Context: an optimization exercise on an open-source flow, tuned for small area, a short achievable clock period and few clock cycles. The choices shown serve that exercise and are no tape-out recipe. Power is estimated from default activity; no workload was simulated.

Setup of red:
==> flow/design.v (excerpt) <==
module price_time_order_match #(
   parameter int BookDepth = ptom_pkg::DefaultBookDepth
) (
   input  logic        clock,
   input  logic        reset,
   input  logic        start,
   output logic        busy,
   input  logic        req_action,
   input  logic [31:0] req_order_id,
   input  logic        req_side,
   input  logic [23:0] req_price,
   input  logic [19:0] req_quantity,
   output logic        rsp_strobe,
   output logic        rsp_trade_valid,
   output logic [31:0] rsp_maker_id,
   output logic [31:0] rsp_taker_id,
   output logic [23:0] rsp_trade_price,
   output logic [19:0] rsp_trade_quantity,
   output logic [19:0] rsp_remaining_quantity,
   output logic [1:0]  rsp_status,
   output logic        rsp_best_valid,
   output logic [31:0] rsp_best_id,
   output logic [23:0] rsp_best_price,
   output logic [19:0] rsp_best_quantity,
   output logic        rsp_last
);
make LEC_CHECK=0 ABC_CLOCK_PERIOD_IN_PS=3000 CAP_MARGIN=20 CORE_MARGIN=2 CORE_UTILIZATION=50 SETUP_SLACK_MARGIN=5 SLEW_MARGIN=20 finish   # period 9.0 ns
run.sh (not shown) runs the stock make flow with config.mk's settings and CLKGATE_MAP_FILE= SYNTH_SCRIPT=/design/flow/synth_recipe.tcl, a recipe that flattens the netlist after the stock synthesis.
Setup changes, red to blue
diff --git a/flow/design.v b/flow/design.v
--- a/flow/design.v
+++ b/flow/design.v
@@ -1,16 +1,14 @@
 package ptom_pkg;
    localparam int DefaultBookDepth = 16;
    localparam logic [1:0] STATUS_OK        = 2'd0;
    localparam logic [1:0] STATUS_FULL      = 2'd1;
    localparam logic [1:0] STATUS_SELL_IGN  = 2'd2;
 endpackage
-module ptom_cell #(
-   parameter bit IsHead = 1'b0
-) (
+module ptom_cell (
    input  logic        clock,
    input  logic        reset,
    input  logic        ins_new,
    input  logic        ins_prev,
    input  logic        pop,
    input  logic        set_qty,
    input  logic [19:0] qty_in,
@@ -28,33 +26,26 @@
    output logic        used,
    output logic [31:0] id,
    output logic [23:0] price,
    output logic [19:0] qty
 );
    logic hold;
    logic [76:0] cur, nxt;
-   logic        used_in;
    assign hold = !(ins_new || ins_prev || pop);
    assign cur  = {used, id, price, qty};
    assign nxt  = ({77{hold}}     & cur)
                | ({77{ins_new}}  & {1'b1, new_id, new_price, new_qty})
                | ({77{ins_prev}} & {prev_used, prev_id, prev_price, prev_qty})
                | ({77{pop}}      & {next_used, next_id, next_price, next_qty});
-   assign used_in = !reset && nxt[76];
    always_ff @(posedge clock) begin
-      used <= used_in;
-      if (IsHead) begin
-         id    <= used_in ? nxt[75:44] : '0;
-         price <= used_in ? nxt[43:20] : '0;
-         qty   <= !used_in ? '0 : set_qty ? qty_in : nxt[19:0];
-      end else begin
-         id    <= nxt[75:44];
-         price <= nxt[43:20];
-         qty   <= nxt[19:0];
-      end
+      if (reset) used <= 1'b0;
+      else       used <= nxt[76];
+      id    <= nxt[75:44];
+      price <= nxt[43:20];
+      qty   <= set_qty ? qty_in : nxt[19:0];
    end
 endmodule
 module price_time_order_match #(
    parameter int BookDepth = ptom_pkg::DefaultBookDepth
 ) (
    input  logic        clock,
    input  logic        reset,
@@ -80,17 +71,14 @@
    output logic        rsp_last
 );
    localparam int D = BookDepth;
    logic        busy_q;        
    logic        pend;          
    logic        mip;           
    logic [D-1:0] ahead_q;
-   logic        addbuy_q;      
-   logic        mstart_q;      
-   logic [D-1:0] sell_ahead_q;  
    logic        req_act_q, req_side_q;
    logic [31:0] req_id_q;
    logic [23:0] req_price_q;
    logic [19:0] req_qty_q;
    logic        cur_act, cur_side;
    logic [31:0] cur_id;
    logic [23:0] cur_price;
@@ -117,15 +105,15 @@
          assign ins_prev[g] = insert && !ahead_q[g-1];
       end
       if (g == D - 1) begin : g_last
          assign nu = 1'b0; assign ni = '0; assign np = '0; assign nq = '0;
       end else begin : g_notlast
          assign nu = used[g+1]; assign ni = id[g+1]; assign np = price[g+1]; assign nq = qty[g+1];
       end
-      ptom_cell #(.IsHead(g == 0)) u_cell (
+      ptom_cell u_cell (
          .clock     (clock),
          .reset     (reset),
          .ins_new   (ins_new[g]),
          .ins_prev  (ins_prev[g]),
          .pop       (pop),
          .set_qty   (set_qty && (g == 0)),
          .qty_in    (head_qty_new),
@@ -152,26 +140,24 @@
    logic        head_le;       
    logic [19:0] tq, rem_left;
    logic        more, mip_in;
    assign is_match = mip || (pend && cur_act);
    assign is_add   = pend && !cur_act;
    assign add_sell = cur_side;
    assign add_full = used[D-1];
-   assign insert   = addbuy_q && !add_full;
-   assign can = mip || (mstart_q && ahead_q[0]);
-   logic        more_price;    
-   assign more_price   = mip ? sell_ahead_q[1] : ahead_q[1];
+   assign insert   = is_add && !add_sell && !add_full;
+   assign can = mip || (pend && cur_act && (cur_qty != '0) && ahead_q[0]);
    assign diff         = {1'b0, cur_qty} - {1'b0, qty[0]};
-   assign head_le      = qty[0] <= cur_qty;
+   assign head_le      = !diff[20];
    assign pop          = can && head_le;
    assign set_qty      = can && !head_le;
    assign head_qty_new = qty[0] - cur_qty;
    assign tq           = head_le ? qty[0] : cur_qty;
    assign rem_left     = head_le ? diff[19:0] : '0;
-   assign more         = head_le && (cur_qty != qty[0]) && more_price;
+   assign more         = head_le && (diff[19:0] != '0) && used[1] && (cur_price <= price[1]);
    assign mip_in       = can && more;
    logic        nx_act, nx_side;
    logic [31:0] nx_id;
    logic [23:0] nx_price;
    logic [19:0] nx_qty;
    logic [D-1:0] raw, src, nav;
    logic        cmp_new;
@@ -203,26 +189,18 @@
                    || (pop && sn_);
    end
    always_ff @(posedge clock) begin
       if (reset) begin
          mip    <= 1'b0;
          pend   <= 1'b0;
          busy_q <= 1'b0;
-         addbuy_q <= 1'b0;
-         mstart_q <= 1'b0;
       end else begin
          mip    <= mip_in;
          pend   <= !mip_in && (busy_q || start);
          busy_q <= mip_in && (busy_q || start);
-         addbuy_q <= !mip_in && (busy_q || start) && !nx_act && !nx_side;
-         mstart_q <= !mip_in && (busy_q || start) && nx_act && (nx_qty != '0);
-      end
-      for (int i = 0; i < D; i++) begin
-         if (pop) sell_ahead_q[i] <= (i == D - 1) ? 1'b0 : (mip ? sell_ahead_q[i+1] : ahead_q[i+1]);
-         else     sell_ahead_q[i] <= mip ? sell_ahead_q[i] : ahead_q[i];
       end
       if (!busy_q) begin
          req_act_q   <= req_action;
          req_id_q    <= req_order_id;
          req_side_q  <= req_side;
          req_price_q <= req_price;
          req_qty_q   <= req_quantity;
@@ -268,11 +246,11 @@
    assign rsp_taker_id           = r_taker_q;
    assign rsp_trade_price        = r_price_q;
    assign rsp_trade_quantity     = r_tq_q;
    assign rsp_remaining_quantity = r_rem_q;
    assign rsp_status             = r_status_q;
    assign rsp_last               = r_last_q;
    assign rsp_best_valid         = used[0];
-   assign rsp_best_id            = id[0];
-   assign rsp_best_price         = price[0];
-   assign rsp_best_quantity      = qty[0];
+   assign rsp_best_id            = used[0] ? id[0]    : '0;
+   assign rsp_best_price         = used[0] ? price[0] : '0;
+   assign rsp_best_quantity      = used[0] ? qty[0]   : '0;
 endmodule
Results
Going from red to blue, synthesized cell count went up by 208; global-route usage was more or less identical; time the final worst path needs with I/O delays and setup went down 0.032 ns; width of the die has increased. Power consumption (blue over red): increase, 13%. In blue, pre-CTS setup slack is lower than in red. On proportion of layout cells with a drive suffix above 1, blue and red are neck and neck. A highest metal layer with signal wires of met4 is what red shows, while met5 belongs to blue. Delta(first-pass GRT wire length, blue - red) > 0. | post-route clock period utilization | lower: blue |. Compared with red, blue shows final cell count that has gone up by a few percent.
Function was not checked in any run of this note: the RTL went through the layout flow alone.

-- port drivers added, routing unchanged --
In the flow no input, the clock included, has a driving cell. The finished layouts below were timed again as built, in two steps.
Step 1, drivers: a clkbuf_16 drives clock and a buf_2 each remaining input, both assumed.
Step 2, shift: input delay + t, output delay - t, t = (earliest + latest rising clock arrival at the registers) / 2. This alone moves slack from input paths to output paths.
Three values: ideal ports, drivers, drivers and shift; two values: the first two.
| run | t, ns | setup WS [ns] | cell pins on the clock port's net |
|---|---|---|---|
| red | 0.870 | 4.968 / 4.989 / 4.150 | 1 |
| blue | 0.887 | 4.999 / 4.914 / 4.169 | 1 |
After both steps setup and hold are still met in every run listed. For blue, which loses most, drivers alone change the setup slack by -0.085 ns; drivers and shift together by -0.830 ns.
